What follows belongs to an exercise in optimizing a design on an open flow for small area, a short achievable clock period and few clock cycles per item; a production flow would make more cautious choices. Where RTL was checked, it was by simulation tests only, not by an equivalence proof against the original. Function not checked in runs 2 to 4: the RTL went through the layout flow alone. Power and IR drop assume default switching activity.

**flow/flow/run.sh**
```bash
#!/bin/bash
# Layout flow: the standard layout (standard.sh), with port buffers starting as buf_1
# (repair resizes them where timing needs it). Synthesis is the standard one.
# Each make run's full output goes to a log file in the work folder.
set -euo pipefail
WORK=$(pwd)
bash standard.sh \
	"BUFFER_PORTS_ARGS=-buffer_cell sky130_fd_sc_hd__buf_1" \
	finish > "$WORK/make_finish.log" 2>&1
```
**flow/standard.sh**
```bash
#!/bin/bash
# synth_recipe.tcl (not shown) runs the flow's synth.tcl, then flattens the netlist and writes it again
# the make line also repeats each setting of config.mk as NAME=value (left out here)
make -C /OpenROAD-flow-scripts/flow DESIGN_CONFIG=/design/flow/config.mk WORK_HOME=/design/flow/orfs CLKGATE_MAP_FILE= SYNTH_SCRIPT=/design/flow/synth_recipe.tcl "${@:-finish}"
```
**flow/config.mk**
```make
export PLATFORM = sky130hd
export DESIGN_NAME = prefix_adder_top
export DESIGN_NICKNAME = prefix_adder_top
export VERILOG_FILES = /design/flow/design.v
export SDC_FILE = /design/flow/constraint.sdc
export NUM_CORES = 4
export LEC_CHECK = 0
export CAP_MARGIN = 20
export CORE_MARGIN = 2
export CORE_UTILIZATION = 60
export SLEW_MARGIN = 20
```
**flow/constraint.sdc**
```tcl
create_clock -name core_clock -period 4.0 [get_ports {clk}]
set_input_delay 0.8000 -clock core_clock [delete_from_list [all_inputs] [get_ports {clk}]]
set_output_delay 0.8000 -clock core_clock [all_outputs]
set_load 0.01 [all_outputs]
```
**flow/design.v**
```verilog
`default_nettype none
package prefix_data_pkg;
	typedef logic signed [8-1:0] lane_t;
	typedef lane_t [8-1:0] block_t;
	function automatic logic [8-1:0] lane_add(
		input logic [8-1:0] a,
		input logic [8-1:0] b
	);
		logic [8-1:0] p;
		logic [8-1:0] gen;
		logic [8-1:0] prop;
		p = a ^ b;
		gen = a & b;
		prop = p;
		for (int s = 0; (1 << s) < 8; s++) begin
			for (int i = 8 - 1; i >= 0; i--) begin
				if ((i & (1 << s)) != 0) begin
					gen[i] = gen[i] | (prop[i] & gen[((i >> s) << s) - 1]);
					prop[i] = prop[i] & prop[((i >> s) << s) - 1];
				end
			end
		end
		lane_add = p ^ {gen[8-2:0], 1'b0};
	endfunction
endpackage
`default_nettype wire
`default_nettype none
package prefix_ctrl_pkg;
	typedef logic [32-1:0] tag_t;
endpackage
`default_nettype wire
`timescale 1ns/10ps
`default_nettype none
module pipe_control (
	input wire logic clk,
	input wire logic reset,
	input wire logic valid_in,
	input wire logic ready_in,
	input wire prefix_ctrl_pkg::tag_t tag_in,
	output logic enable,
	output logic ready_out,
	output logic busy,
	output logic valid_out,
	output prefix_ctrl_pkg::tag_t tag_out
);
	logic valid_q;
	prefix_ctrl_pkg::tag_t tag_q;
	assign enable = ready_in;
	assign ready_out = ready_in;
	always_ff @(posedge clk or posedge reset) begin
		if (reset) begin
			valid_q <= 1'b0;
		end else if (enable) begin
			valid_q <= valid_in;
		end
	end
	always_ff @(posedge clk) begin
		if (enable) begin
			tag_q <= tag_in;
		end
	end
	assign busy = valid_q;
	assign valid_out = valid_q;
	assign tag_out = tag_q;
endmodule
`default_nettype wire
`timescale 1ns/10ps
`default_nettype none
module prefix_layer #(
	parameter int SPAN = 1
) (
	input wire prefix_data_pkg::block_t sums_in,
	output prefix_data_pkg::block_t sums_out
);
	localparam int W = 8;
	logic [8*W-1:0] flat_in;
	logic [8*W-1:0] flat_next;
	assign flat_in = sums_in;
	for (genvar i = 0; i < 8; i++) begin : g_lane
		if ((i & SPAN) != 0) begin : g_add
			localparam int SRC = (i / (2 * SPAN)) * (2 * SPAN) + SPAN - 1;
			assign flat_next[i*W +: W] = prefix_data_pkg::lane_add(flat_in[i*W +: W], flat_in[SRC*W +: W]);
		end else begin : g_pass
			assign flat_next[i*W +: W] = flat_in[i*W +: W];
		end
	end
	assign sums_out = flat_next;
endmodule
`default_nettype wire
`timescale 1ns/10ps
`default_nettype none
module prefix_network (
	input wire logic clk,
	input wire logic enable,
	input wire prefix_data_pkg::block_t data_in,
	output prefix_data_pkg::block_t sums
);
	localparam int W = 8;
	localparam int N = 8;
	localparam int H = N / 2;
	localparam int J = 6;
	prefix_data_pkg::block_t layer1;
	prefix_data_pkg::block_t layer2;
	prefix_layer #(.SPAN(1)) u_layer1 (.sums_in(data_in), .sums_out(layer1));
	prefix_layer #(.SPAN(2)) u_layer2 (.sums_in(layer1), .sums_out(layer2));
	logic [N*W-1:0] flat2;
	assign flat2 = layer2;
	logic [N*W-1:0] next_sums;
	logic [H-1:0] next_carry;
	logic [N*W-1:0] held_sums;
	logic [H-1:0] held_carry;
	assign next_sums[H*W-1:0] = flat2[H*W-1:0];
	for (genvar i = H; i < N; i++) begin : g_upper
		if (J == 0) begin : g_none
			assign next_sums[i*W +: W] = flat2[i*W +: W];
			assign next_carry[i-H] = 1'b0;
		end else if (J >= W) begin : g_all
			assign next_sums[i*W +: W] = flat2[i*W +: W] + flat2[(H-1)*W +: W];
			assign next_carry[i-H] = 1'b0;
		end else begin : g_part
			logic [J:0] low;
			assign low = {1'b0, flat2[i*W +: J]} + {1'b0, flat2[(H-1)*W +: J]};
			assign next_sums[i*W +: W] = {flat2[i*W+J +: W-J], low[J-1:0]};
			assign next_carry[i-H] = low[J];
		end
	end
	always_ff @(posedge clk) begin
		if (enable) begin
			held_sums <= next_sums;
		end
	end
	if (J > 0 && J < W) begin : g_carry_reg
		always_ff @(posedge clk) begin
			if (enable) begin
				held_carry <= next_carry;
			end
		end
	end else begin : g_no_carry
		assign held_carry = '0;
	end
	logic [N*W-1:0] flat_out;
	assign flat_out[H*W-1:0] = held_sums[H*W-1:0];
	for (genvar i = H; i < N; i++) begin : g_finish
		if (J == 0) begin : g_none
			assign flat_out[i*W +: W] = held_sums[i*W +: W] + held_sums[(H-1)*W +: W];
		end else if (J >= W) begin : g_all
			assign flat_out[i*W +: W] = held_sums[i*W +: W];
		end else begin : g_part
			assign flat_out[i*W +: W] = {
				held_sums[i*W+J +: W-J] + held_sums[(H-1)*W+J +: W-J] + (W-J)'(held_carry[i-H]),
				held_sums[i*W +: J]
			};
		end
	end
	assign sums = flat_out;
endmodule
`default_nettype wire
`timescale 1ns/10ps
`default_nettype none
module prefix_adder_top (
	input wire logic clk,
	input wire logic reset,
	input wire logic valid_in,
	input wire logic ready_in,
	input wire prefix_ctrl_pkg::tag_t tag_in,
	input wire prefix_data_pkg::block_t data_in,
	output logic busy,
	output logic ready_out,
	output logic valid_out,
	output prefix_ctrl_pkg::tag_t tag_out,
	output prefix_data_pkg::block_t data_out
);
	logic enable;
	pipe_control u_control (
		.clk(clk),
		.reset(reset),
		.valid_in(valid_in),
		.ready_in(ready_in),
		.tag_in(tag_in),
		.enable(enable),
		.ready_out(ready_out),
		.busy(busy),
		.valid_out(valid_out),
		.tag_out(tag_out)
	);
	prefix_network u_network (
		.clk(clk),
		.enable(enable),
		.data_in(data_in),
		.sums(data_out)
	);
endmodule
`default_nettype wire
```
==> reports/metrics.yaml, run 1 <==
synth_nets: 720
finalClockSkew_ns: 0
drt.antenna.violating_nets: 0
antennaDiodeCount: 0
area_growth_pct: 18.08
overflow: 0
clk_latency_ns: 0.38
final-instance-count-excl-fill: 873
status: "complete, no violations"
synth_edf_count: 100
rsz0062_at_grt: "false"
power_density_mw_per_mm2: 678.9
syn_area_mm2: 0.006673
grt_pass1_wl_um: 21880
dr.pass1.iters: 4
die_x_um: 109.5
num_vias: 4382
worstPathMaxFanout: 5
max-slew-margin-rel: 0.5973
num_rows: 38
setup_viol: 0
yosys_warnings: 4
worst_slack_ns: 0.1823
path_delay_family: "adder cells"
cp.arrival_ns: 3.97
die_y_um: 109.5
cts.path.max_buffers: 2
gp_congestion: 0.7967
p_leak_nw: 3.314
portBuffers: 198
ys_seq_area_frac: 0.4538
crit_buf_inv: 4
hold_class: "in2async"
syn_avg_cell_area_um2: 12.83
drive_above_1_share: 0.1405
ir_drop_uv: 499.6
numCtsBuffers: 9
critical_path.max_stage_delay_ns: 0.50
fmax_mhz: 261.9
startpoint_type: "input pin"
cp_data_required_time_ns: 4.15
end_kind: "flip-flop"
dp_hpwl_um: 11640
clk_pin_slew_ns: 0.11
cp_cell_sequence: "buf_1 -> ha_1 -> fa_2 -> inv_1 -> fa_1 -> inv_1 -> ha_1 -> nor2b_1 -> o21a_1 -> nor2_2 -> fa_2 -> inv_4 -> ha_4 -> nor2b_1 -> o21ai_1 -> nand2b_1"
antenna_found_initial: 0
grt_max_degree: 45
grt.total_usage: 0.2449
routedWlPerCell_um: 16.40
tightest_slew_ns: 0.6041
ys_dominant_reg_cell: "edfxtp_1"
maxCapViolations: 0
crit_path_top_delay_cell: "fa_2"
initialDrtViolationCount: 243
drv_slew: 0
place_ws_ns: -0.2401
whs_ns: 0.2161
synth_seq_cells: 101
wl_um: 14320
cts_tree: "built"
async_reset_ff_frac: 0.009901
clkSinkCount: 101
grt_pass1_vias: 4340
drc: 0
min_period_ns: 3.818
fin_nets: 928
fillers: 779
ys_types: 39
crit_type: "in2reg"
syn_inst: 520
core_region_area_mm2: 0.01084
fin_tns_setup_ns: 0
dp_cells: 857
fin_crit_sh: 0.9544
die-area_mm2: 0.01198
htree_levels: 3
start_util: 0.6155
top_level_ports: 199
routed_via_density: 5.019
hold_violations: 0
cts_root_buffer: "clkbuf_8"
-- cells by family after synthesis --
logic type / after synthesis / share of synthesized area
muxes: 3 / 0.004688
xor gates and xnor gates: 65 / 0.08869
and+or+nand+nor: 36 / 0.03000
AOI/OAI and AO/OA: 85 / 0.09169
DFF: 101 / 0.4538
buffers and inverters: 128 / 0.1046
adders and majority gates: 102 / 0.2265
-- registers in the layout, summed over array words and instances, names as in the netlist --
signal                count
u_control.valid_q         1
u_network.held_sums      64
u_control.tag_q          32
u_network.held_carry      4
-- worst paths after layout --
kind | depth (start not counted) | to | from | slack, ns
worst min-delay path | 2 | u_control.valid_q | reset | 0.22
max in group asynchronous | 2 | u_control.valid_q | reset | 3.69
worst max register to register | 1 | u_control.valid_q | u_control.valid_q | 3.21
worst max-delay path | 16 | u_network.held_carry[0] | data_in[16] | 0.18
worst min register to register | 1 | u_control.valid_q | u_control.valid_q | 0.58
min in group core_clock | 1 | u_control.valid_q | u_control.valid_q | 0.58
-- layer usage --
layer | GRT usage | vias to the layer above | routed length (um)
met2 | 0.4105 | 166 | 6975
met5 | 0 | - | 0
met1 | 0.3283 | 2041 | 6147
li1 | - | 2164 | -
met4 | 0.05425 | 0 | 150
met3 | 0.05394 | 11 | 1044
-- metrics by stage --
step / cell area (um^2) / power, mW / utilization
6_report: 7879 / 5.349 / 0.7268
5_1_grt: 7879 / 5.753 / 0.7268
4_1_cts: 7876 / 5.386 / 0.7266
3_5_place_dp: 7641 / 4.582 / 0.7049
3_3_place_gp: 7641 / 4.496 / 0.7049
2_1_floorplan: 6733 / 3.760 / -
-- cell type report --
type	count	area, um^2	share of cell area
clock buffers	9	123.9	0.01572
inverters	69	261.5	0.03319
repair buffers	256	1182	0.1501
clock inverters	7	111.4	0.01413
flip-flops and latches	101	3028	0.3843
multi-input cells	291	2997	0.3803
well taps	140	175.2	0.02223
-- report_power, final --
part / internal (mW) / switching [mW]
Clock: 0.369 / 0.407
Combinational: 1.40 / 1.47
Sequential: 1.60 / 0.104
-- repair_timing --
item / in CTS / in global routing
gates resized for setup: 0 / 1
setup endpoints to repair: 0 / 7
hold buffers: 0 / 0
buffers inserted: 0 / 0
-- layout by cell type, fill, tap and decap left out, drive strengths merged, types with 3 or more instances in the layout --
cell type    n
buf        255
edfxtp     100
inv         73
ha          68
xnor2       50
fa          32
a21oi       22
a21o        22
xor2        15
clkbuf      10
nor2         9
o21bai       8
nand2        6
o21ai        6
o211ai       6
nand2b       5
nor2b        4
a31oi        4
nor3         4
a211oi       4
o21a         3
-- cell usage after synthesis (3+ instances only) --
master	count	area share
ha_1	68	0.13
o21bai_1	8	0.0090
a211oi_1	3	0.0034
nand2b_1	5	0.0047
fa_1	32	0.096
xnor2_1	47	0.062
nor3_1	4	0.0030
a31oi_1	4	0.0037
xnor2_2	3	0.0073
a21o_1	20	0.023
nand2_1	6	0.0034
inv_1	69	0.039
o211ai_2	4	0.0075
a21oi_1	22	0.017
nor2b_1	4	0.0037
buf_4	58	0.065
o21ai_0	6	0.0045
edfxtp_1	100	0.45
xor2_1	15	0.020
o21a_1	3	0.0034
nor2_1	9	0.0051
Testbench counts, summed over its fixed seeds: cycles 2,056, items 2,048.
==> inputs of run 2 (changes only) <==
--- a/flow/design.v
+++ b/flow/design.v
@@ -98,7 +98,7 @@
 	localparam int W = 8;
 	localparam int N = 8;
 	localparam int H = N / 2;
-	localparam int J = 6;
+	localparam int J = 4;
 	prefix_data_pkg::block_t layer1;
 	prefix_data_pkg::block_t layer2;
 	prefix_layer #(.SPAN(1)) u_layer1 (.sums_in(data_in), .sums_out(layer1));
==> flow/flow/run.sh (replaced) <==
#!/bin/bash
# Layout flow: the standard layout (standard.sh), with ADDER_MAP_FILE empty so adders are
# left to ABC, and port buffers starting as buf_1 (repair resizes them where timing needs it).
# Each make run's full output goes to a log file in the work folder.
set -euo pipefail
WORK=$(pwd)
bash standard.sh \
	ADDER_MAP_FILE= \
	"BUFFER_PORTS_ARGS=-buffer_cell sky130_fd_sc_hd__buf_1" \
	finish > "$WORK/make_finish.log" 2>&1
--- a/flow/config.mk
+++ b/flow/config.mk
@@ -5,6 +5,7 @@
 export SDC_FILE = /design/flow/constraint.sdc
 export NUM_CORES = 4
 export LEC_CHECK = 0
+export ABC_AREA = 1
 export CAP_MARGIN = 20
 export CORE_MARGIN = 2
 export CORE_UTILIZATION = 60
==> run 2 against run 1 <==
Effect of this change: clock power fell by 11%; setup slack better by 0.77 ns; die area up 0.58%; sequential power is 12% lower; clock skew unchanged; total power is 32% lower; sequential cell count stayed put; wire length down 1.1%; via count is 28% higher.
==> reports/metrics.yaml, run 2 <==
p_leak_nw: 3.641  # +9.9%
fmax_mhz: 328.0  # +25%
placed_area_mm2: 0.007262  # -5.0%
die_y_um: 109.8  # +0.29%
fillers: 955  # +23%
drv_slew: 0  # unchanged
die-area_mm2: 0.01205  # +0.58%
grt_pass1_wl_um: 22180  # +1.4%
reg.largest.list: "u_network.held_sums (64), u_control.tag_q (32), u_network.held_carry (4)"
power_density_mw_per_mm2: 487.7  # -28%
synth.area.top_cells: "edfxtp_1 45%, nand2_1 16%, xor2_1 7.0%"
drt.antenna.violating_nets: 0  # unchanged
grt_pass1_vias: 5170  # +19%
gp_congestion: 0.9095  # +14%
crit_path_top_delay_cell: "edfxtp_1"
overflow: 0  # unchanged
die_x_um: 109.8  # +0.29%
ir_drop_uv: 301.8  # -40%
cts_tree: "built"
r2r_slack_ns: 3.21  # about the same
synth_adder_area_share: 0.003169  # -0.2233
fin_tns_setup_ns: 0  # unchanged
numCtsBuffers: 9  # unchanged
final-instance-count-excl-fill: 1155  # +32%
cts_resized: 0  # unchanged
synth_top_family_by_area: "simple AND/OR/NAND/NOR gates"
synth_nets: 952  # +32%
hold_class: "in2async"
cts_root_buffer: "clkbuf_8"
cts.path.max_buffers: 2  # unchanged
cp.arrival_ns: 2.25  # -1.72 ns
startpoint_type: "flip-flop"
synth_compound_area_frac: 0.03914  # -0.05255
grt.total_usage: 0.2372  # -0.007641
num_rows: 38  # unchanged
worstPathMaxFanout: 9  # +4
routedWlPerCell_um: 12.26  # -25%
dr.pass1.iters: 4  # unchanged
regMostFlops: "u_network.held_sums"
yosys.area.top_type: "edfxtp_1"
cp_cell_sequence: "xnor2_1 -> o21ai_0 -> maj3_1 -> nor2_1 -> nor2_1 -> xor2_1 -> buf_1"
finalPower_mw: 3.646  # -32%
setup_viol: 0  # unchanged
grt_max_degree: 47  # +4.4%
wl_um: 14160  # -1.1%
cp-startpoint: "u_network.held_sums[28]"
fin_nets: 1110  # +20%
num_vias: 5616  # +28%
status: "complete, no violations"
syn_avg_cell_area_um2: 7.879  # -39%
final_area_mm2: 0.007475  # -5.1%
initialDrtViolationCount: 228  # -6.2%
ys_dominant_reg_cell: "edfxtp_1"
yosys_warnings: 4  # unchanged
yosysMostFrequentCell: "nand2_1"
finalClockSkew_ns: 0  # unchanged
area_growth_pct: 11.35
dp_hpwl_um: 11390  # -2.1%
synth-xor-area-share: 0.1027  # +0.01401
crit_type: "reg2out"
synth_seq_cells: 101  # unchanged
clk_latency_ns: 0.37  # about the same
reg2reg_from: "u_control.valid_q"
htree_levels: 3  # unchanged
min_period_ns: 3.049  # -0.7690 ns
cp_data_required_time_ns: 3.20  # -0.95 ns
max-slew-margin-rel: 0.6018  # +0.004540
critical_path.max_stage_delay_ns: 0.58  # +0.08 ns
path_delay_family: "flip-flops"
async_reset_ff_frac: 0.009901  # unchanged
routed_via_density: 4.862  # -3.1%
dp_cells: 1139  # +33%
antenna_found_initial: 0  # unchanged
fin_crit_sh: 0.7622  # -0.1922
ys_types: 38  # -2.6%
yosys.area_share.simple: 0.2757  # +0.2457
crit_buf_inv: 1  # -3
whs_ns: 0.2229  # +0.006848 ns
antennaDiodeCount: 0  # unchanged
drc: 0  # unchanged
rsz0062_at_grt: "false"
core_region_area_mm2: 0.01089  # +0.44%
synth_edf_count: 100  # unchanged
clkSinkCount: 101  # unchanged
hold_violations: 0  # unchanged
final_common_cell: "nand2_1"
syn_area_mm2: 0.006713  # +0.60%
synth_top_area_share: 0.4473  # -0.002684
crit_top_cell: "nor2_1"
ys_seq_area_frac: 0.4511  # -0.002707
tightest_slew_ns: 0.5973  # -0.006810 ns
clk_pin_slew_ns: 0.10  # about the same
final_cell_mix: "292 x nand2_1, 197 x buf_1, 113 x inv_1, 100 x edfxtp_1, 83 x nor2_1"
synth_common_cells: "292 x nand2_1, 113 x inv_1, 100 x edfxtp_1"
cts_post_setup_buffers_inserted: 0  # unchanged
drive_above_1_share: 0.05813  # -0.08239
synthMuxAreaShare: 0.001678  # -0.003010
largest_reg_flops: 64  # unchanged
syn_inst: 852  # +64%
top_level_ports: 199  # unchanged
maxCapViolations: 0  # unchanged
portBuffers: 198  # unchanged
end_kind: "output port"
start_util: 0.6165  # +0.0009894
hold_buffers: 0  # unchanged
[run 2: per-stage QoR]
stage / setup slack [ns] / utilization
floorplan: 1.590 / -
global placement: 1.304 / 0.6670
detailed placement: 1.237 / 0.6670
CTS: 0.9015 / 0.6865
global route: 0.7286 / 0.6865
finish: 0.9513 / 0.6865
[run 2: path summary, 6_finish.rpt]
| kind | cells past startpoint | endpoint |
|---|---|---|
| setup / recovery | 7 | data_out[55] |
| setup reg to reg | 1 | u_control.valid_q |
| min in group core_clock | 1 | u_control.valid_q |
| max in group asynchronous | 2 | u_control.valid_q |
| hold reg to reg | 1 | u_control.valid_q |
| hold / removal | 2 | u_control.valid_q |
[run 2: cell families after synthesis]
kind of cell | Yosys count
flip-flops | 101
buffers and inverters | 176
AND/OR/NAND/NOR | 453
AO/OA/AOI/OAI | 42
multiplexers | 1
XOR/XNOR | 77
adder cells (fa/ha/maj) | 2
[run 2: final cells by class]
type,count,area (um^2),share of cell area
clock buffer,10,137.6,0.01841
clock inverter,6,75.07,0.01004
inverter,123,461.7,0.06177
multi-input combinational,575,2835,0.3793
sequential,101,3028,0.4051
tap,140,175.2,0.02343
timing repair buffer,200,762.0,0.1019
[run 2: power breakdown]
group	leakage (nW)	internal [mW]	switching [mW]
combinational	2.54	0.509	0.951
sequential	0.991	1.40	0.0985
clock	0.111	0.319	0.373
[run 2: per-layer routing]
metal | global-route usage | part of all wire | vias up
met5 | 0 | 0 | -
met2 | 0.4224 | 0.49 | 169
met3 | 0.04386 | 0.061 | 22
met4 | 0.09132 | 0.019 | 0
li1 | - | - | 2943
met1 | 0.2834 | 0.43 | 2482
==> inputs of run 3 (changes only) <==
--- a/flow/design.v
+++ b/flow/design.v
@@ -98,7 +98,7 @@
 	localparam int W = 8;
 	localparam int N = 8;
 	localparam int H = N / 2;
-	localparam int J = 4;
+	localparam int J = 8;
 	prefix_data_pkg::block_t layer1;
 	prefix_data_pkg::block_t layer2;
 	prefix_layer #(.SPAN(1)) u_layer1 (.sums_in(data_in), .sums_out(layer1));
==> run 3 against run 2 <==
Effect of this change: die area grew 0.15%; synthesized cell count up 3.9%; hold slack worse by 0.011 ns; combinational power increased by 14%; via count grew 6.7%; largest power group is now combinational cells; still clean on timing, DRC and antenna; wire length increased by 4.0%; clock skew unchanged; core utilization up 3.4 points; critical path type is now in2reg; fmax grew 8.1%; register-to-register slack hardly changed.
==> reports/metrics.yaml, run 3 <==
status: "complete, no violations"
grt_pass1_vias: 5288  # +2.3%
hold_class: "in2async"
reg2reg_from: "u_control.valid_q"
drc: 0  # unchanged
rsz0062_at_grt: "false"
fillers: 906  # -5.1%
num_vias: 5995  # +6.7%
synth_seq_cells: 97  # -4.0%
overflow: 0  # unchanged
final_common_cell: "nand2_1"
yosys_warnings: 4  # unchanged
top_level_ports: 199  # unchanged
maxCapViolations: 0  # unchanged
dp_hpwl_um: 11710  # +2.8%
htree_levels: 3  # unchanged
critical_path.max_stage_delay_ns: 0.28  # -0.30 ns
routed_via_density: 4.839  # -0.49%
die_y_um: 109.9  # about the same
clk_pin_slew_ns: 0.10  # about the same
synth_nets: 985  # +3.5%
setup_viol: 0  # unchanged
reg.largest.list: "u_network.held_sums (64), u_control.tag_q (32), u_control.valid_q (1)"
end_kind: "flip-flop"
dr.pass1.iters: 5  # +1
syn_inst: 885  # +3.9%
final-instance-count-excl-fill: 1239  # +7.3%
cts_tree: "built"
cp-startpoint: "data_in[48]"
cp_cell_sequence: "buf_1 -> nand2_1 -> o21ai_0 -> nand2_1 -> nand2_1 -> inv_1 -> nand2_1 -> nand2_1 -> nand2_2 -> nand2_1 -> nand2_1 -> nand2_1 -> nand2_1 -> nand2_2 -> nand2_1 -> nand2_2 -> nand2_2 -> nand2_2 -> nand2_1 -> nand2_2 -> nand2_1 -> nand2_1 -> nand2_1 -> nand2_1"
min_period_ns: 2.820  # -0.2285 ns
synth_edf_count: 96  # -4.0%
area_growth_pct: 16.73
grt_pass1_wl_um: 23040  # +3.9%
hold_buffers: 0  # unchanged
fin_crit_sh: 0.7050  # -0.05713
max-slew-margin-rel: 0.6601  # +0.05833
r2r_slack_ns: 3.22  # about the same
ys_dominant_reg_cell: "edfxtp_1"
crit_end: "u_network.held_sums[63]"
worstRegToRegCells: 1  # unchanged
synth.area.top_cells: "edfxtp_1 43%, nand2_1 17%, inv_1 6.8%"
crit_path_top_delay_cell: "o21ai_0"
whs_ns: 0.2122  # -0.01077 ns
syn_area_mm2: 0.006723  # +0.15%
cp_data_required_time_ns: 4.14  # +0.94 ns
die-area_mm2: 0.01207  # +0.15%
cts_resized: 0  # unchanged
routedWlPerCell_um: 11.89  # -3.1%
drv_slew: 0  # unchanged
grt_max_degree: 38  # -19%
dp_cells: 1223  # +7.4%
cp.arrival_ns: 2.96  # +0.71 ns
start_util: 0.6174  # +0.0009194
syn_avg_cell_area_um2: 7.596  # -3.6%
synth_top_area_share: 0.4288  # -0.01853
finalClockSkew_ns: 0  # unchanged
worst_slack_ns: 1.180  # +0.2285 ns
fin_nets: 1194  # +7.6%
worstPathMaxFanout: 6  # -3
numCtsBuffers: 9  # unchanged
async_reset_ff_frac: 0.01031  # +0.0004083
crit_type: "in2reg"
core_region_area_mm2: 0.01089  # unchanged
ys_seq_area_frac: 0.4325  # -0.01854
hold_violations: 0  # unchanged
regMostFlops: "u_network.held_sums"
ys_types: 33  # -13%
place_ws_ns: 0.7920  # -0.4452 ns
tightest_slew_ns: 0.5098  # -0.08750 ns
antenna_found_initial: 0  # unchanged
final_util: 0.7208  # +0.03424
cts_root_buffer: "clkbuf_8"
antennaDiodeCount: 0  # unchanged
die_x_um: 109.9  # about the same
yosys.area.top_type: "edfxtp_1"
ir_drop_uv: 371.6  # +23%
crit_top_cell: "nand2_1"
cts.path.max_buffers: 2  # unchanged
gp_congestion: 0.8450  # -7.1%
synth_common_cells: "307 x nand2_1, 122 x inv_1, 96 x edfxtp_1"
yosysMostFrequentCell: "nand2_1"
wl_um: 14730  # +4.0%
grt.total_usage: 0.2447  # +0.007510
cts_post_setup_buffers_inserted: 0  # unchanged
num_rows: 38  # unchanged
initialDrtViolationCount: 300  # +32%
clk_latency_ns: 0.37  # about the same
final_cell_mix: "307 x nand2_1, 197 x buf_1, 122 x inv_1, 96 x edfxtp_1, 83 x nor2_1"
portBuffers: 198  # unchanged
fin_tns_setup_ns: 0  # unchanged
clkSinkCount: 97  # -4.0%
largest_reg_flops: 64  # unchanged
power_density_mw_per_mm2: 484.4  # -0.69%
r2r-end: "u_control.valid_q"
drive_above_1_share: 0.1156  # +0.05743
p_leak_nw: 3.852  # +5.8%
drt.antenna.violating_nets: 0  # unchanged
startpoint_type: "input pin"
fmax_mhz: 354.6  # +8.1%
run 3: how the worst min path moves through the flow:
stage,startpoint,endpoint,cells past startpoint
2_1_floorplan,reset,u_control.valid_q,1
3_3_place_gp,u_control.valid_q,u_control.valid_q,1
3_5_place_dp,u_control.valid_q,u_control.valid_q,1
4_1_cts,reset,u_control.valid_q,2
5_1_grt,reset,u_control.valid_q,2
6_report,reset,u_control.valid_q,2
run 3: logic make-up (layout without fill, tap and decap cells):
group	count (synthesis)	count (layout)	synth area share
AO/OA/AOI/OAI	34	34	0.03294
XOR/XNOR	57	57	0.07649
AND/OR/NAND/NOR	562	562	0.3804
flip-flops	97	97	0.4325
buffers and inverters	134	348	0.07594
multiplexers	1	1	0.001675
run 3: report_power, final:
group,internal [mW],switching (mW)
clock,0.298,0.373
combinational,0.570,1.09
sequential,1.42,0.0547
run 3: worst max-delay path, delay by kind of cell:
family,cells,cell delay [ns]
compound gates,1,0.28
simple gates,21,1.64
buf+inv,2,0.22
run 3: stage by stage:
| step | total power [mW] | instance area [um^2] |
|---|---|---|
| 2_1_floorplan | 2.726 | 6723 |
| 3_3_place_gp | 3.124 | 7645 |
| 3_5_place_dp | 3.149 | 7645 |
| 4_1_cts | 3.818 | 7848 |
| 5_1_grt | 4.095 | 7848 |
| 6_report | 3.801 | 7848 |
run 3: metal layers:
metal | track usage | wire (um) | up-vias
met5 | 0 | 0 | -
met4 | 0.06781 | 199 | 0
met3 | 0.05335 | 1086 | 14
met2 | 0.4303 | 7134 | 190
met1 | 0.3020 | 6306 | 2594
li1 | - | - | 3197
run 3: area by class of cell:
cell class	count	area (um^2)	share of cell area
inverters	132	495.5	0.06314
clock buffers	10	127.6	0.01626
flip-flops and latches	97	2908	0.3705
repair buffers	200	762.0	0.09710
multi-input cells	654	3304	0.4211
well taps	140	175.2	0.02232
clock inverters	6	75.07	0.009566
==> inputs of run 4 (changes only) <==
--- a/flow/design.v
+++ b/flow/design.v
@@ -98,7 +98,7 @@
 	localparam int W = 8;
 	localparam int N = 8;
 	localparam int H = N / 2;
-	localparam int J = 8;
+	localparam int J = 5;
 	prefix_data_pkg::block_t layer1;
 	prefix_data_pkg::block_t layer2;
 	prefix_layer #(.SPAN(1)) u_layer1 (.sums_in(data_in), .sums_out(layer1));
==> run 4 against run 3 <==
Effect of this change: sequential power grew 3%; sequential cell count is 4 higher; hold slack improved by 0.030 ns; area after synthesis increased by 4.8%; final area up 0.59%; count of clock-buffer cells in the layout is 1 lower; synthesized cell count is 2.8% lower; clock skew unchanged.
==> reports/metrics.yaml, run 4 <==
yosys_warnings: 4  # unchanged
fillers: 997  # +10%
yosysMostFrequentCell: "nand2_1"
syn_area_mm2: 0.007046  # +4.8%
maxCapViolations: 0  # unchanged
ir_drop_uv: 401.4  # +8.0%
multi_input_area_mm2: 0.003167  # -4.2%
die-area_mm2: 0.01262  # +4.6%
grt_pass1_wl_um: 24330  # +5.6%
fmax_mhz: 333.2  # -6.0%
start_util: 0.6170  # about the same
core_region_area_mm2: 0.01142  # +4.9%
cts_resized: 0  # unchanged
drive_above_1_share: 0.1099  # -0.005648
area_growth_pct: 12.04
cts_tree: "built"
regMostFlops: "u_network.held_sums"
dr.pass1.iters: 5  # unchanged
hold_buffers: 0  # unchanged
cts_root_buffer: "clkbuf_16"
wl_um: 14760  # +0.22%
final_common_cell: "nand2_1"
min_period_ns: 3.001  # +0.1810 ns
gp_congestion: 0.8605  # +1.8%
htree_levels: 3  # unchanged
finalClockSkew_ns: 0  # unchanged
fin_tns_setup_ns: 0  # unchanged
max-slew-margin-rel: 0.6498  # -0.01034
top_level_ports: 199  # unchanged
clkSinkCount: 101  # +4.1%
placed_area_mm2: 0.007579  # -0.87%
setup_viol: 0  # unchanged
clk_latency_ns: 0.35  # -0.02 ns
status: "complete, no violations"
routed_via_density: 4.860  # +0.44%
die_y_um: 112.4  # +2.3%
largest_reg_flops: 64  # unchanged
cts.path.max_buffers: 2  # unchanged
grt_max_degree: 69  # +82%
overflow: 0  # unchanged
p_leak_nw: 3.745  # -2.8%
synth_common_cells: "259 x nand2_1, 100 x edfxtp_1, 99 x inv_1"
worstRegToRegCells: 1  # unchanged
async_reset_ff_frac: 0.009901  # -0.0004083
power_density_mw_per_mm2: 499.5  # +3.1%
drc: 0  # unchanged
startpoint_type: "flip-flop"
synth_nets: 960  # -2.5%
dp_hpwl_um: 12030  # +2.7%
hold_violations: 0  # unchanged
hold_class: "in2async"
ys_types: 41  # +24%
portBuffers: 198  # unchanged
rsz0062_at_grt: "false"
fin_nets: 1114  # -6.7%
synth.area.top_cells: "edfxtp_1 43%, nand2_1 14%, xor2_1 6.1%"
register_area_mm2: 0.003028  # +4.1%
cts_post_setup_buffers_inserted: 0  # unchanged
syn_inst: 860  # -2.8%
ys_dominant_reg_cell: "edfxtp_1"
numCtsBuffers: 9  # unchanged
num_rows: 39  # +2.6%
synth_edf_count: 100  # +4.2%
worstPathMaxFanout: 9  # +3
yosys.area.top_type: "edfxtp_1"
num_vias: 5647  # -5.8%
synth_top_area_share: 0.4262  # -0.002599
reg.largest.list: "u_network.held_sums (64), u_control.tag_q (32), u_network.held_carry (4)"
routedWlPerCell_um: 12.70  # +6.9%
final_area_mm2: 0.007894  # +0.59%
grt.total_usage: 0.2403  # -0.004447
end_kind: "output port"
grt_pass1_vias: 5438  # +2.8%
clk_pin_slew_ns: 0.07  # -0.03 ns
final-instance-count-excl-fill: 1162  # -6.2%
final_cell_mix: "259 x nand2_1, 197 x buf_1, 100 x edfxtp_1, 99 x inv_1, 69 x nor2_1"
final_util: 0.6913  # -0.02943
dp_cells: 1146  # -6.3%
initialDrtViolationCount: 303  # +1.0%
syn_avg_cell_area_um2: 8.192  # +7.8%
antenna_found_initial: 0  # unchanged
drt.antenna.violating_nets: 0  # unchanged
tightest_slew_ns: 0.5253  # +0.01551 ns
fin_crit_sh: 0.7503  # +0.04524
cp.arrival_ns: 2.20  # -0.76 ns
antennaDiodeCount: 0  # unchanged
cp_data_required_time_ns: 3.20  # -0.94 ns
crit_type: "reg2out"
die_x_um: 112.4  # +2.3%
ys_seq_area_frac: 0.4298  # -0.002769
synth_seq_cells: 101  # +4.1%
drv_slew: 0  # unchanged
==> run 4: path summary, 6_finish.rpt <==
check / slack, ns / end / start
worst max-delay path: 1.0 / data_out[63] / u_network.held_sums[29]
worst min-delay path: 0.24 / u_control.valid_q / reset
worst max register to register: 3.23 / u_control.valid_q / u_control.valid_q
worst min register to register: 0.55 / u_control.valid_q / u_control.valid_q
max in group asynchronous: 3.66 / u_control.valid_q / reset
min in group core_clock: 0.55 / u_control.valid_q / u_control.valid_q
==> run 4: stage by stage <==
stage / setup WS, ns / power, mW / hold slack, ns
6_report: 0.9989 / 3.943 / 0.2422
5_1_grt: 0.8854 / 4.205 / 0.2642
4_1_cts: 1.013 / 3.978 / 0.2338
3_5_place_dp: 1.098 / 3.051 / 0.5431
3_3_place_gp: 1.176 / 3.003 / 0.5078
2_1_floorplan: 1.596 / 2.737 / 0.5287
==> run 4: power breakdown <==
group | switching (mW) | internal, mW
combinational | 0.971 | 0.543
sequential | 0.0915 | 1.42
clock | 0.422 | 0.501
==> run 4: metal layers <==
| layer | vias up | GRT usage | part of all wire |
|---|---|---|---|
| li1 | 2970 | - | - |
| met1 | 2521 | 0.2801 | 0.41 |
| met2 | 138 | 0.4430 | 0.52 |
| met3 | 18 | 0.04428 | 0.055 |
| met4 | 0 | 0.08374 | 0.019 |
| met5 | - | 0 | 0 |
==> run 4: cell families after synthesis <==
| group | share of synthesized area |
|---|---|
| compound gates | 0.03907 |
| xor+xnor | 0.09057 |
| fa+ha+maj | 0.005683 |
| buf+inv | 0.1208 |
| flops | 0.4298 |
| mux | 0.001598 |
| simple gates | 0.3126 |
==> run 4: critical path: stages, from the launching register on <==
cell and delay, ns:
edfxtp_1 0.59, xnor2_1 0.31, o21ai_0 0.18, maj3_1 0.39, xor2_1 0.19, buf_1 0.18
==> run 4: layout make-up <==
type	instances	share of cell area
clock inverters	7	0.01141
flip-flops and latches	101	0.3836
multi-input cells	587	0.4012
inverters	116	0.05548
well taps	143	0.02267
clock buffers	9	0.02853
repair buffers	199	0.09716
==> inputs of run 5 (changes only) <==
--- a/flow/design.v
+++ b/flow/design.v
@@ -98,7 +98,7 @@
 	localparam int W = 8;
 	localparam int N = 8;
 	localparam int H = N / 2;
-	localparam int J = 5;
+	localparam int J = 6;
 	prefix_data_pkg::block_t layer1;
 	prefix_data_pkg::block_t layer2;
 	prefix_layer #(.SPAN(1)) u_layer1 (.sums_in(data_in), .sums_out(layer1));
--- a/flow/config.mk
+++ b/flow/config.mk
@@ -9,4 +9,5 @@
 export CAP_MARGIN = 20
 export CORE_MARGIN = 2
 export CORE_UTILIZATION = 60
+export SETUP_SLACK_MARGIN = 1.5
 export SLEW_MARGIN = 20
==> run 5 against run 4 <==
Effect of this change: register-to-register slack about the same; core utilization increased by 15 points; largest cell class unchanged; critical path depth up 15; critical path type is now in2reg; global-route usage hardly changed; still clean.
==> reports/metrics.yaml, run 5 <==
finalClockSkew_ns: 0  # unchanged
yosys.area_share.simple: 0.3000  # -0.01254
grt.total_usage: 0.2407  # +0.0004389
largest_reg_flops: 64  # unchanged
synth_seq_cells: 101  # unchanged
syn_avg_cell_area_um2: 8.122  # -0.86%
fillers: 644  # -35%
syn_area_mm2: 0.006823  # -3.2%
hold_violations: 0  # unchanged
drive_above_1_share: 0.3519  # +0.2420
synth_edf_count: 100  # unchanged
start_util: 0.6212  # +0.004184
grt.busiest_layer: "met2"
syn_inst: 840  # -2.3%
cp_data_required_time_ns: 4.12  # +0.92 ns
worst_slack_ns: 1.364  # +0.3654 ns
clkSinkCount: 101  # unchanged
numCtsBuffers: 9  # unchanged
die-area_mm2: 0.01224  # -3.0%
p_leak_nw: 4.229  # +13%
synth-xor-area-share: 0.1021  # +0.01158
top_level_ports: 199  # unchanged
clk_pin_slew_ns: 0.07  # about the same
grt_pass1_wl_um: 23970  # -1.5%
dr.pass1.iters: 5  # unchanged
ir_drop_uv: 360.5  # -10%
ys_seq_area_frac: 0.4438  # +0.01403
ys_dominant_reg_cell: "edfxtp_1"
fmax_mhz: 379.4  # +14%
fin_crit_sh: 0.6589  # -0.09136
finalPower_mw: 4.537  # +15%
worstRegToRegCells: 1  # unchanged
rsz0062_at_grt: "true"
async_reset_ff_frac: 0.009901  # unchanged
grtUsageMet1: 0.2950  # +0.01490
core_region_area_mm2: 0.01098  # -3.8%
fin_tns_setup_ns: 0  # unchanged
synthMuxAreaShare: 0.001650  # +0.00005217
crit_type: "in2reg"
drc: 0  # unchanged
cts_tree: "built"
die_y_um: 110.6  # -1.5%
grt_pass1_vias: 5389  # -0.90%
maxCapViolations: 0  # unchanged
ys_types: 33  # -20%
setup_viol: 0  # unchanged
synth_compound_area_frac: 0.02879  # -0.01028
antenna_found_initial: 0  # unchanged
drt.antenna.violating_nets: 0  # unchanged
max-slew-margin-rel: 0.5853  # -0.06452
die_x_um: 110.6  # -1.5%
status: "complete, no violations"
synth_top_area_share: 0.4401  # +0.01391
hold_buffers: 0  # unchanged
synth.area.top_cells: "edfxtp_1 44%, nand2_1 16%, buf_4 6.4%"
final_common_cell: "nand2_1"
cp.arrival_ns: 2.75  # +0.55 ns
num_rows: 38  # -2.6%
synth_top_family_by_area: "simple AND/OR/NAND/NOR gates"
gp_congestion: 0.8058  # -6.4%
gr-usage-met3: 0.03677  # -0.007504
htree_levels: 3  # unchanged
cts_root_buffer: "clkbuf_16"
hold_class: "in2async"
regMostFlops: "u_network.held_sums"
cts.path.max_buffers: 2  # unchanged
grt_max_degree: 65  # -5.8%
reg.largest.list: "u_network.held_sums (64), u_control.tag_q (32), u_network.held_carry (4)"
routedWlPerCell_um: 15.83  # +25%
initialDrtViolationCount: 418  # +38%
clk_latency_ns: 0.35  # about the same
wl_um: 18680  # +27%
met2_usage: 0.4299  # -0.01312
end_kind: "flip-flop"
routed_via_density: 5.246  # +7.9%
min_period_ns: 2.636  # -0.3654 ns
num_vias: 6190  # +9.6%
dp_hpwl_um: 11220  # -6.7%
yosys.area.top_type: "edfxtp_1"
tightest_slew_ns: 0.6221  # +0.09678 ns
overflow: 0  # unchanged
area_growth_pct: 35.17
startpoint_type: "input pin"
place_ws_ns: 1.027  # -0.07060 ns
final_cell_mix: "194 x nand2_1, 165 x buf_1, 100 x edfxtp_1, 81 x nand2_2, 67 x inv_1"
drv_slew: 0  # unchanged
worstPathMaxFanout: 5  # -4
portBuffers: 198  # unchanged
yosys_warnings: 4  # unchanged
synth_nets: 940  # -2.1%
antennaDiodeCount: 0  # unchanged
yosysMostFrequentCell: "nand2_1"
fin_nets: 1135  # +1.9%
synth_common_cells: "287 x nand2_1, 100 x edfxtp_1, 79 x inv_1"
power_density_mw_per_mm2: 491.9  # -1.5%
synth_adder_area_share: 0  # -0.005683
==> run 5: path summary, 6_finish.rpt <==
kind                              startpoint                      end  slack, ns
setup / recovery                  data_in[9]  u_network.held_sums[61]       1.36
min in group core_clock    u_control.valid_q        u_control.valid_q       0.54
hold / removal                         reset        u_control.valid_q       0.24
max in group asynchronous              reset        u_control.valid_q       3.67
hold reg to reg            u_control.valid_q        u_control.valid_q       0.54
setup reg to reg           u_control.valid_q        u_control.valid_q       3.24
==> run 5: layout make-up <==
class	instances	area [um^2]	share of cell area
Clock buffer	9	225.2	0.02442
Clock inverter	7	82.58	0.008954
Inverter	107	434.2	0.04708
Multi-Input combinational cell	573	3988	0.4324
Sequential cell	101	3028	0.3283
Tap cell	140	175.2	0.01899
Timing Repair Buffer	243	1290	0.1399
==> run 5: metrics by stage <==
step | hold slack, ns | std cells | util | instance area (um^2)
finish | 0.2397 | 1180 | 0.8397 | 9223
global placement | 0.5085 | 1120 | 0.6678 | 7335
detailed placement | 0.5235 | 1120 | 0.6678 | 7335
global route | 0.2402 | 1180 | 0.8397 | 9223
CTS | 0.2338 | 1139 | 0.7105 | 7804
floorplan | 0.5287 | 840 | - | 6832
==> run 5: repair_timing <==
item | CTS | global route
pin swaps | 6 | 111
buffers inserted | 3 | 41
setup endpoints to repair | 11 | 26
gates resized for setup | 39 | 351
==> run 5: logic make-up after synthesis <==
family / after synthesis
XOR/XNOR: 77
multiplexers: 1
AO/OA/AOI/OAI: 32
AND/OR/NAND/NOR: 463
buffers and inverters: 166
flip-flops: 101
==> run 5: where the power goes <==
part           internal [mW]  switching, mW
sequential              1.45         0.0834
clock                  0.496          0.427
combinational          0.778           1.30
==> run 5: routing by layer <==
| metal | up-vias | share of wire |
|---|---|---|
| met1 | 2894 | 0.38 |
| met4 | 0 | 0.042 |
| li1 | 2977 | - |
| met5 | - | 0 |
| met2 | 262 | 0.52 |
| met3 | 57 | 0.055 |
==> run 5: critical path, stage by stage <==
cell and delay, ns:
buf_12 0.12, inv_4 0.07, nand2_4 0.07, nand2_2 0.09
nand2_4 0.08, nand2_8 0.10, nand2_4 0.08, a21oi_4 0.20
inv_2 0.07, nand2_4 0.11, nand3_4 0.11, nand3_4 0.15
buf_6 0.12, nand3_4 0.08, nand2_4 0.10, nand2_1 0.10
nand2_2 0.12, inv_1 0.06, nand2_1 0.07, nand2_1 0.05
Testbench counts of run 5, summed over its fixed seeds: cycles 2,056, items 2,048.
==> inputs of run 6 (changes only) <==
--- a/flow/config.mk
+++ b/flow/config.mk
@@ -8,6 +8,5 @@
 export ABC_AREA = 1
 export CAP_MARGIN = 20
 export CORE_MARGIN = 2
-export CORE_UTILIZATION = 60
-export SETUP_SLACK_MARGIN = 1.5
+export CORE_UTILIZATION = 75
 export SLEW_MARGIN = 20
==> run 6 against run 5 <==
Effect of this change: final cell count decreased by 6.4%; highest routed layer unchanged; sequential cell count is the same; critical path type unchanged; sequential power about the same; synthesized cell count unchanged; area after synthesis unchanged; clock power shrank 33%; die area down 19%; critical path depth unchanged; count of clock-buffer cells in the layout up 1; fmax is 4.4% lower; still clean.
==> reports/metrics.yaml, run 6 <==
status: "complete, no violations"
die_x_um: 99.38  # -10%
cts_root_buffer: "clkbuf_8"
met2_usage: 0.5738  # +0.1439
cp_data_required_time_ns: 4.12  # about the same
cts_resized: 0  # -100%
cp.arrival_ns: 2.88  # +0.13 ns
final_util: 0.8517  # +0.01194
crit_end: "u_network.held_carry[3]"
fin_crit_sh: 0.6892  # +0.03030
clk_pin_slew_ns: 0.11  # +0.04 ns
gp_congestion: 0.8713  # +8.1%
synth.area.top_cells: "edfxtp_1 44%, nand2_1 16%, buf_4 6.4%"
whs_ns: 0.2195  # -0.02024 ns
die-area_mm2: 0.009876  # -19%
hold_class: "in2async"
yosys_warnings: 4  # unchanged
yosys.area.top_type: "edfxtp_1"
r2r-end: "u_control.valid_q"
clkSinkCount: 101  # unchanged
clk_latency_ns: 0.37  # +0.02 ns
end_kind: "flip-flop"
grt_pass1_vias: 5493  # +1.9%
worstRegToRegCells: 1  # unchanged
grt.busiest_layer: "met2"
die_y_um: 99.38  # -10%
ys_seq_area_frac: 0.4438  # unchanged
maxCapViolations: 0  # unchanged
antennaDiodeCount: 0  # unchanged
worst_slack_ns: 1.243  # -0.1212 ns
final_area_mm2: 0.007463  # -19%
final_cell_mix: "287 x nand2_1, 197 x buf_1, 100 x edfxtp_1, 79 x inv_1, 63 x nor2_1"
dp_cells: 1089  # -2.8%
reg2reg_from: "u_control.valid_q"
num_vias: 5765  # -6.9%
swShare: 0.4020  # +0.002320
grt.total_usage: 0.3119  # +0.07117
comb_power_share: 0.422  # -0.036
cts_tree: "built"
tightest_slew_ns: 0.7090  # +0.08698 ns
place_ws_ns: 0.9673  # -0.06008 ns
syn_inst: 840  # unchanged
cp-startpoint: "data_in[0]"
crit_type: "in2reg"
finalPower_mw: 3.711  # -18%
cts.path.max_buffers: 2  # unchanged
overflow: 0  # unchanged
p_int_mw: 2.219  # -19%
cts_post_setup_buffers_inserted: 0  # -3
num_rows: 34  # -11%
hold_violations: 0  # unchanged
r2r_slack_ns: 3.20  # -0.04 ns
start_util: 0.7786  # +0.1573
grt_pass1_wl_um: 24410  # +1.8%
ys_dominant_reg_cell: "edfxtp_1"
min_period_ns: 2.757  # +0.1212 ns
power_density_mw_per_mm2: 497.2  # +1.1%
routed_via_density: 5.217  # -0.54%
largest_reg_flops: 64  # unchanged
final_common_cell: "nand2_1"
routedWlPerCell_um: 13.78  # -13%
fmax_mhz: 362.7  # -4.4%
drt.antenna.violating_nets: 0  # unchanged
fin_tns_setup_ns: 0  # unchanged
placed_area_mm2: 0.007281  # -0.73%
rsz0062_at_grt: "false"
top_level_ports: 199  # unchanged
fin_nets: 1092  # -3.8%
reg.largest.list: "u_network.held_sums (64), u_control.tag_q (32), u_network.held_carry (4)"
drv_slew: 0  # unchanged
dr.pass1.iters: 5  # unchanged
power_frac_clock: 0.166  # -0.037
synth_top_area_share: 0.4401  # unchanged
numCtsBuffers: 9  # unchanged
worstPathMaxFanout: 5  # unchanged
portBuffers: 198  # unchanged
startpoint_type: "input pin"
syn_avg_cell_area_um2: 8.122  # unchanged
synth_seq_cells: 101  # unchanged
syn_area_mm2: 0.006823  # unchanged
power_frac_seq: 0.413  # +0.075
grtUsageMet1: 0.3562  # +0.06117
initialDrtViolationCount: 336  # -20%
grt_max_degree: 59  # -9.2%
p_switching_mw: 1.492  # -18%
ys_types: 33  # unchanged
fillers: 544  # -16%
drive_above_1_share: 0.1103  # -0.2416
antenna_found_initial: 0  # unchanged
synth_nets: 940  # unchanged
dp_hpwl_um: 12150  # +8.3%
synth_common_cells: "287 x nand2_1, 100 x edfxtp_1, 79 x inv_1"
ir_drop_uv: 315.7  # -12%
async_reset_ff_frac: 0.009901  # unchanged
drc: 0  # unchanged
hold_buffers: 0  # unchanged
regMostFlops: "u_network.held_sums"
gr-usage-met3: 0.05762  # +0.02085
setup_viol: 0  # unchanged
finalClockSkew_ns: 0  # unchanged
p_leak_nw: 3.530  # -17%
htree_levels: 3  # unchanged
wl_um: 15230  # -18%
synth_edf_count: 100  # unchanged
final-instance-count-excl-fill: 1105  # -6.4%
area_growth_pct: 9.389
yosysMostFrequentCell: "nand2_1"
core_region_area_mm2: 0.008763  # -20%
max-slew-margin-rel: 0.5273  # -0.05799
run 6: cell counts after synthesis:
Identical to the previous run, type by type.
run 6: critical path, cell delays in order:
cell	delay, ns
buf_1	0.13
nand2_1	0.12
o21ai_1	0.25
nand2_1	0.20
nand3b_1	0.16
nand2_2	0.09
inv_2	0.10
nand2_1	0.06
nand2_1	0.09
nand2_1	0.06
nand2_1	0.19
nand2_1	0.08
nand2_1	0.11
inv_2	0.03
nand2_1	0.05
nand2_1	0.07
nand2_1	0.09
nand2_1	0.07
nand2_1	0.06
nand2_1	0.06
run 6: per-layer routing:
layer	routed length, um	vias to the layer above	part of all wire
li1	-	2883	-
met1	5555	2578	0.36
met2	7946	259	0.52
met3	1249	45	0.082
met4	476	0	0.031
met5	0	-	0
run 6: final cells by class:
| class | instances | area (um^2) | area share |
|---|---|---|---|
| inverter | 107 | 404.1 | 0.05415 |
| clock buffer | 10 | 127.6 | 0.01710 |
| multi-input combinational | 573 | 2952 | 0.3955 |
| clock inverter | 6 | 55.05 | 0.007376 |
| timing repair buffer | 200 | 762.0 | 0.1021 |
| tap | 108 | 135.1 | 0.01811 |
| sequential | 101 | 3028 | 0.4057 |
run 6: cells by family (layout without fill, tap and decap cells):
| logic type | count (synthesis) | count (layout) | synth area share |
|---|---|---|---|
| AND/OR/NAND/NOR | 463 | 463 | 0.3000 |
| buffers and inverters | 166 | 323 | 0.1236 |
| flip-flops | 101 | 101 | 0.4438 |
| XOR/XNOR | 77 | 77 | 0.1021 |
| AO/OA/AOI/OAI | 32 | 32 | 0.02879 |
| multiplexers | 1 | 1 | 0.001650 |
run 6: power by group through the flow:
stage	sequential, mW	combinational (mW)	clock [mW]
finish	1.53	1.56	0.614
global route	1.55	1.75	0.653
CTS	1.53	1.56	0.622
detailed placement	1.55	1.55	0
global placement	1.55	1.48	0
floorplan	1.54	1.26	0
run 6: how the worst min path moves through the flow:
| stage | endpoint | from | cells past startpoint | slack, ns |
|---|---|---|---|---|
| after floorplan | u_control.valid_q | reset | 1 | 0.53 |
| after global placement | u_control.valid_q | u_control.valid_q | 1 | 0.51 |
| after detailed placement | u_control.valid_q | u_control.valid_q | 1 | 0.57 |
| after CTS | u_control.valid_q | reset | 2 | 0.21 |
| after global routing | u_control.valid_q | reset | 2 | 0.22 |
| final | u_control.valid_q | reset | 2 | 0.22 |
==> inputs of run 7 (changes only) <==
--- a/flow/config.mk
+++ b/flow/config.mk
@@ -8,5 +8,5 @@
 export ABC_AREA = 1
 export CAP_MARGIN = 20
 export CORE_MARGIN = 2
-export CORE_UTILIZATION = 75
+export CORE_UTILIZATION = 85
 export SLEW_MARGIN = 20
==> run 7 against run 6 <==
Effect of this change: the flow now stops in global routing (5_1_grt); synthesized cell count stayed put; area after synthesis is the same.
==> reports/metrics.yaml, run 7 <==
status: "stopped before the end"
stop_stage: "global routing (5_1_grt)"
error: "[ERROR GRT-0116] Global routing finished with congestion. Check the congestion regions in the DRC Viewer."
portBuffers: 198  # unchanged
cts_root_buffer: "clkbuf_8"
syn_inst: 840  # unchanged
synth_edf_count: 100  # unchanged
synth_seq_cells: 101  # unchanged
synth_nets: 940  # unchanged
async_reset_ff_frac: 0.009901  # unchanged
synth.area.top_cells: "edfxtp_1 44%, nand2_1 16%, buf_4 6.4%"
synth_top_area_share: 0.4401  # unchanged
syn_area_mm2: 0.006823  # unchanged
numCtsBuffers: 9  # unchanged
die_y_um: 93.59  # -5.8%
hold_buffers: 0  # unchanged
synth_common_cells: "287 x nand2_1, 100 x edfxtp_1, 79 x inv_1"
place_ws_ns: 0.7524  # -0.2149 ns
overflow: 2
yosys.area.top_type: "edfxtp_1"
grt_max_degree: 66
clkSinkCount: 101  # unchanged
ys_types: 33  # unchanged
grt.total_usage: 0.6913
cts_resized: 0  # unchanged
ys_seq_area_frac: 0.4438  # unchanged
htree_levels: 3  # unchanged
grt_pass1_vias: 8192
top_level_ports: 199  # unchanged
die_x_um: 93.59  # -5.8%
cts_post_setup_buffers_inserted: 0  # unchanged
yosys_warnings: 4  # unchanged
start_util: 0.8784  # +0.09983
num_rows: 32  # -5.9%
cts.path.max_buffers: 2  # unchanged
syn_avg_cell_area_um2: 8.122  # unchanged
ys_dominant_reg_cell: "edfxtp_1"
grt_pass1_wl_um: 44680
dp_hpwl_um: 15340  # +26%
yosysMostFrequentCell: "nand2_1"
gp_congestion: 0.9171  # +5.3%
==> run 7: kinds of logic after synthesis <==
group,Yosys count,synth area share
flops,101,0.4438
mux,1,0.001650
simple gates,463,0.3000
xor+xnor,77,0.1021
buf+inv,166,0.1236
compound gates,32,0.02879
==> run 7: layer usage <==
layer,overflow,global-route usage
met1,0,0.6689
met2,1,0.9155
met3,0,0.4948
met4,1,0.7065
met5,0,0.03846
==> run 7: worst max-delay path by stage <==
stage                 from                       to  depth (start not counted)
2_1_floorplan  data_in[12]  u_network.held_carry[0]                         16
3_3_place_gp    data_in[0]  u_network.held_carry[0]                         17
3_5_place_dp    data_in[3]  u_network.held_carry[0]                         20
4_1_cts         data_in[3]  u_network.held_sums[61]                         19
==> run 7: power groups by stage <==
stage	clock network, mW	registers, mW	logic [mW]
after CTS	0.635	1.56	1.75
after global placement	0	1.55	1.46
after floorplan	0	1.54	1.26
after detailed placement	0	1.57	1.61
==> run 7: through the flow <==
stage               utilization  hold WS [ns]  instances  instance area (um^2)
floorplan                     -        0.5287        840                  6823
CTS                      0.9599        0.2485       1099                  7456
detailed placement       0.9364        0.5370       1083                  7273
global placement         0.9364        0.5133       1083                  7273
==> inputs of run 8 (changes only) <==
--- a/flow/config.mk
+++ b/flow/config.mk
@@ -8,5 +8,5 @@
 export ABC_AREA = 1
 export CAP_MARGIN = 20
 export CORE_MARGIN = 2
-export CORE_UTILIZATION = 85
+export CORE_UTILIZATION = 50
 export SLEW_MARGIN = 20
==> run 8 against run 7 <==
Effect of this change: now clean on timing, DRC and antenna; synthesized cell count stayed put; area after synthesis stayed put.
==> reports/metrics.yaml, run 8 <==
status: "complete, no violations"
initialDrtViolationCount: 290
grtUsageMet1: 0.2498
area_growth_pct: 13.11
finalPower_mw: 4.077
whs_ns: 0.2472
synth_nets: 940  # unchanged
die_y_um: 120.8  # +29%
grt_max_degree: 102
hold_buffers: 0  # unchanged
end_kind: "flip-flop"
overflow: 0
max-slew-margin-rel: 0.5822
ys_dominant_reg_cell: "edfxtp_1"
critical_path.max_stage_delay_ns: 0.28
wl_um: 13900
min_period_ns: 2.643
hold_class: "in2async"
path_delay_family: "simple AND/OR/NAND/NOR gates"
r2r_slack_ns: 3.20
grt.total_usage: 0.1916
placed_area_mm2: 0.007371  # +1.3%
p_leak_nw: 3.609
power_density_mw_per_mm2: 528.3
top_level_ports: 199  # unchanged
numCtsBuffers: 9  # unchanged
drive_above_1_share: 0.1094
met2_usage: 0.3224
dp_hpwl_um: 11010  # -28%
largest_reg_flops: 64
startpoint_type: "input pin"
drc: 0
fin_nets: 1091
cts_resized: 0  # unchanged
cp_cell_sequence: "buf_1 -> nand2_2 -> inv_2 -> nor2_1 -> nand2_1 -> nand2_2 -> nor2_1 -> nor2_4 -> nand2_4 -> nand2_2 -> nand2_1 -> inv_2 -> o21ai_1 -> nand2_1 -> nand2_2 -> nand2_1 -> nand3_1 -> nand2_1"
fillers: 1275
syn_area_mm2: 0.006823  # unchanged
gr-usage-met3: 0.03160
final_common_cell: "nand2_1"
final_util: 0.5805
routed_via_density: 4.545
clkSinkCount: 101  # unchanged
fin_crit_sh: 0.6607
crit_buf_inv: 3
yosysMostFrequentCell: "nand2_1"
worstPathMaxFanout: 5
crit_type: "in2reg"
syn_inst: 840  # unchanged
drv_slew: 0
drt.antenna.violating_nets: 0
cp_data_required_time_ns: 4.11
grt.busiest_layer: "met2"
gp_congestion: 0.7945  # -13%
yosys.area.top_type: "edfxtp_1"
num_rows: 42  # +31%
finalClockSkew_ns: 0
cts.path.max_buffers: 2  # unchanged
yosys_warnings: 4  # unchanged
num_vias: 5327
ys_seq_area_frac: 0.4438  # unchanged
clk_latency_ns: 0.35
ys_types: 33  # unchanged
tightest_slew_ns: 0.6267
register_area_mm2: 0.003028
portBuffers: 198  # unchanged
cts_post_setup_buffers_inserted: 0  # unchanged
cp.arrival_ns: 2.75
reg.largest.list: "u_network.held_sums (64), u_control.tag_q (32), u_network.held_carry (4)"
fmax_mhz: 378.4
synth_top_area_share: 0.4401  # unchanged
synth_edf_count: 100  # unchanged
async_reset_ff_frac: 0.009901  # unchanged
synth_common_cells: "287 x nand2_1, 100 x edfxtp_1, 79 x inv_1"
dr.pass1.iters: 5
start_util: 0.5132  # -0.3652
syn_avg_cell_area_um2: 8.122  # unchanged
final_area_mm2: 0.007717
routedWlPerCell_um: 11.86
synth.area.top_cells: "edfxtp_1 44%, nand2_1 16%, buf_4 6.4%"
final_cell_mix: "287 x nand2_1, 197 x buf_1, 100 x edfxtp_1, 79 x inv_1, 63 x nor2_1"
cts_root_buffer: "clkbuf_16"
multi_input_area_mm2: 0.002952
core_region_area_mm2: 0.01330
synth_seq_cells: 101  # unchanged
htree_levels: 3  # unchanged
ir_drop_uv: 233.6
maxCapViolations: 0
clk_pin_slew_ns: 0.07
fin_tns_setup_ns: 0
rsz0062_at_grt: "false"
cts_tree: "built"
grt_pass1_wl_um: 21910
crit_path_top_delay_cell: "o21ai_1"
antennaDiodeCount: 0
grt_pass1_vias: 4739
die_x_um: 120.8  # +29%
crit_top_cell: "nand2_1"
antenna_found_initial: 0
die-area_mm2: 0.01460
regMostFlops: "u_network.held_sums"
hold_violations: 0
setup_viol: 0
[run 8: kinds of logic (layout without fill, tap and decap cells)]
| logic type | Yosys count | after routing | synth area share |
|---|---|---|---|
| and+or+nand+nor | 463 | 463 | 0.3000 |
| DFF | 101 | 101 | 0.4438 |
| buffers and inverters | 166 | 322 | 0.1236 |
| muxes | 1 | 1 | 0.001650 |
| xor gates and xnor gates | 77 | 77 | 0.1021 |
| AOI/OAI and AO/OA | 32 | 32 | 0.02879 |
[run 8: cell type report]
| class | instances | area share |
|---|---|---|
| Tap cell | 176 | 0.02853 |
| Sequential cell | 101 | 0.3923 |
| Clock inverter | 6 | 0.01524 |
| Clock buffer | 10 | 0.02967 |
| Multi-Input combinational cell | 573 | 0.3825 |
| Inverter | 107 | 0.05237 |
| Timing Repair Buffer | 199 | 0.09938 |
[run 8: final timing paths]
check	startpoint	to	cells past startpoint
worst max-delay path	data_in[2]	u_network.held_sums[53]	18
worst min-delay path	reset	u_control.valid_q	2
worst max register to register	u_control.valid_q	u_control.valid_q	1
worst min register to register	u_control.valid_q	u_control.valid_q	1
max in group asynchronous	reset	u_control.valid_q	2
min in group core_clock	u_control.valid_q	u_control.valid_q	1
[run 8: power by group]
group | internal [mW] | total, mW | switching, mW
clock | 0.619 | 1.02 | 0.404
sequential | 1.45 | 1.54 | 0.0853
combinational | 0.533 | 1.52 | 0.985
total | 2.60 | 4.08 | 1.47
[run 8: routing by layer]
layer	vias to the layer above	share of wire	routed length (um)
li1	2873	-	-
met1	2298	0.46	6425
met2	142	0.46	6430
met3	14	0.059	814
met4	0	0.016	224
met5	-	0	0
[run 8: metrics by stage]
step	cells	worst slack, ns
finish	1172	1.357
detailed placement	1156	0.9609
global placement	1156	0.9796
global route	1172	1.036
floorplan	840	1.474
CTS	1172	1.326
==> inputs of run 9 (changes only) <==
--- a/flow/config.mk
+++ b/flow/config.mk
@@ -8,5 +8,5 @@
 export ABC_AREA = 1
 export CAP_MARGIN = 20
 export CORE_MARGIN = 2
-export CORE_UTILIZATION = 50
+export CORE_UTILIZATION = 65
 export SLEW_MARGIN = 20
==> run 9 against run 8 <==
Effect of this change: clock power is about 30% lower; setup slack better by 0.0038 ns; wire length increased by 3.8%; highest routed layer unchanged; combinational power is essentially flat; register-to-register slack better by 0.02 ns; still clean; global-route usage increased by 6.6 points.
==> reports/metrics.yaml, run 9 <==
cts_root_buffer: "clkbuf_8"
grt_pass1_wl_um: 23150  # +5.6%
clkSinkCount: 101  # unchanged
yosys_warnings: 4  # unchanged
async_reset_ff_frac: 0.009901  # unchanged
numCtsBuffers: 9  # unchanged
num_vias: 5574  # +4.6%
hold_buffers: 0  # unchanged
power_density_mw_per_mm2: 503.7  # -4.7%
swShare: 0.3833  # +0.02159
synth_common_cells: "287 x nand2_1, 100 x edfxtp_1, 79 x inv_1"
grt_pass1_vias: 5257  # +11%
cts_post_setup_buffers_inserted: 0  # unchanged
p_switching_mw: 1.454  # -1.4%
cts.path.max_buffers: 2  # unchanged
crit_path_top_delay_cell: "a21oi_1"
grt.total_usage: 0.2572  # +0.06557
dr.pass1.iters: 5  # unchanged
max-slew-margin-rel: 0.5412  # -0.04106
final_cell_mix: "287 x nand2_1, 197 x buf_1, 100 x edfxtp_1, 79 x inv_1, 63 x nor2_1"
wl_um: 14420  # +3.8%
reg.largest.list: "u_network.held_sums (64), u_control.tag_q (32), u_network.held_carry (4)"
fin_tns_setup_ns: 0  # unchanged
p_int_mw: 2.339  # -10%
portBuffers: 198  # unchanged
comb_power_share: 0.407  # +0.035
largest_reg_flops: 64  # unchanged
power_frac_seq: 0.406  # +0.029
core_region_area_mm2: 0.01028  # -23%
num_rows: 37  # -12%
register_area_mm2: 0.003028  # unchanged
clk_latency_ns: 0.35  # about the same
ys_types: 33  # unchanged
synth_top_area_share: 0.4401  # unchanged
place_ws_ns: 0.9941  # +0.03326 ns
initialDrtViolationCount: 258  # -11%
r2r_slack_ns: 3.22  # +0.02 ns
power_frac_clock: 0.187  # -0.064
cp.arrival_ns: 2.76  # about the same
r2r-end: "u_control.valid_q"
crit_buf_inv: 4  # +1
final_util: 0.7327  # +0.1522
finalPower_mw: 3.793  # -7.0%
die_x_um: 106.5  # -12%
syn_area_mm2: 0.006823  # unchanged
finalClockSkew_ns: 0  # unchanged
syn_avg_cell_area_um2: 8.122  # unchanged
crit_top_cell: "nand2_1"
worstPathMaxFanout: 7  # +2
tightest_slew_ns: 0.6882  # +0.06158 ns
cp_cell_sequence: "buf_1 -> nand2_1 -> inv_2 -> nor2_2 -> inv_2 -> nor2_2 -> inv_1 -> nand2_1 -> nor2_1 -> a21oi_1 -> o21ai_1 -> nand2_1 -> nand2_2 -> nand2_1 -> nand2_1 -> nand2_1 -> nand2_1"
cp_data_required_time_ns: 4.13  # +0.02 ns
yosysMostFrequentCell: "nand2_1"
maxCapViolations: 0  # unchanged
final_common_cell: "nand2_1"
critical_path.max_stage_delay_ns: 0.31  # +0.03 ns
top_level_ports: 199  # unchanged
path_delay_family: "simple AND/OR/NAND/NOR gates"
startpoint_type: "input pin"
htree_levels: 3  # unchanged
multi_input_area_mm2: 0.002952  # unchanged
yosys.area.top_type: "edfxtp_1"
setup_viol: 0  # unchanged
crit_type: "in2reg"
area_growth_pct: 10.36
rsz0062_at_grt: "false"
synth.area.top_cells: "edfxtp_1 44%, nand2_1 16%, buf_4 6.4%"
routed_via_density: 4.920  # +8.2%
fmax_mhz: 378.9  # +0.14%
synth_edf_count: 100  # unchanged
syn_inst: 840  # unchanged
drive_above_1_share: 0.1093  # -0.0001098
min_period_ns: 2.639  # -0.003800 ns
antennaDiodeCount: 0  # unchanged
end_kind: "flip-flop"
hold_violations: 0  # unchanged
ys_seq_area_frac: 0.4438  # unchanged
die-area_mm2: 0.01133  # -22%
synth_nets: 940  # unchanged
fin_crit_sh: 0.6598  # -0.0009500
grt_max_degree: 53  # -48%
dp_hpwl_um: 11630  # +5.6%
regMostFlops: "u_network.held_sums"
ys_dominant_reg_cell: "edfxtp_1"
p_leak_nw: 3.552  # -1.6%
hold_class: "in2async"
cp.depth: 17  # -1
drc: 0  # unchanged
worst_slack_ns: 1.361  # +0.003800 ns
reg2reg_from: "u_control.valid_q"
status: "complete, no violations"
cts_tree: "built"
die_y_um: 106.5  # -12%
cts_resized: 0  # unchanged
synth_seq_cells: 101  # unchanged
ir_drop_uv: 261.5  # +12%
worstRegToRegCells: 1  # unchanged
drv_slew: 0  # unchanged
start_util: 0.6639  # +0.1507
fin_nets: 1092  # +0.092%
antenna_found_initial: 0  # unchanged
overflow: 0  # unchanged
drt.antenna.violating_nets: 0  # unchanged
gp_congestion: 0.8768  # +10%
fillers: 826  # -35%
clk_pin_slew_ns: 0.10  # +0.03 ns
routedWlPerCell_um: 12.73  # +7.4%
[run 9: metrics by stage]
step | std cells | hold WS [ns] | area (um^2)
global placement | 1117 | 0.5106 | 7316
global route | 1133 | 0.2223 | 7530
floorplan | 840 | 0.5287 | 6823
finish | 1133 | 0.2366 | 7530
detailed placement | 1117 | 0.5487 | 7316
CTS | 1133 | 0.2202 | 7530
[run 9: kinds of logic (layout without fill, tap and decap cells)]
logic type             count (synthesis)  in the layout  synth area share
AO/OA/AOI/OAI                         32             32           0.02879
AND/OR/NAND/NOR                      463            463            0.3000
flip-flops                           101            101            0.4438
buffers and inverters                166            323            0.1236
XOR/XNOR                              77             77            0.1021
multiplexers                           1              1          0.001650
[run 9: worst max path at each step]
stage                startpoint                 endpoint  slack [ns]
floorplan           data_in[12]  u_network.held_carry[0]        1.47
global placement     data_in[0]  u_network.held_carry[1]        1.10
detailed placement   data_in[0]  u_network.held_carry[0]        0.99
CTS                  data_in[0]  u_network.held_carry[0]        1.38
global route        data_in[16]  u_network.held_sums[45]        1.05
finish               data_in[0]  u_network.held_sums[53]        1.36
[run 9: layout make-up]
| class | count | share of cell area |
|---|---|---|
| flip-flops and latches | 101 | 0.4021 |
| multi-input cells | 573 | 0.3920 |
| repair buffers | 200 | 0.1012 |
| inverters | 107 | 0.05367 |
| well taps | 136 | 0.02260 |
| clock buffers | 11 | 0.01745 |
| clock inverters | 5 | 0.01097 |
[run 9: routing by layer]
layer / track usage / wire length, um / vias to the layer above
li1: - / - / 2881
met1: 0.3197 / 6087 / 2502
met2: 0.4716 / 7294 / 173
met3: 0.03617 / 849 / 18
met4: 0.06401 / 193 / 0
met5: 0 / 0 / -
[run 9: power groups by stage]
stage	logic [mW]	registers [mW]	clock network (mW)
2_1_floorplan	1.26	1.54	0
3_3_place_gp	1.50	1.55	0
3_5_place_dp	1.54	1.56	0
4_1_cts	1.55	1.54	0.718
5_1_grt	1.74	1.55	0.760
6_report	1.54	1.54	0.711
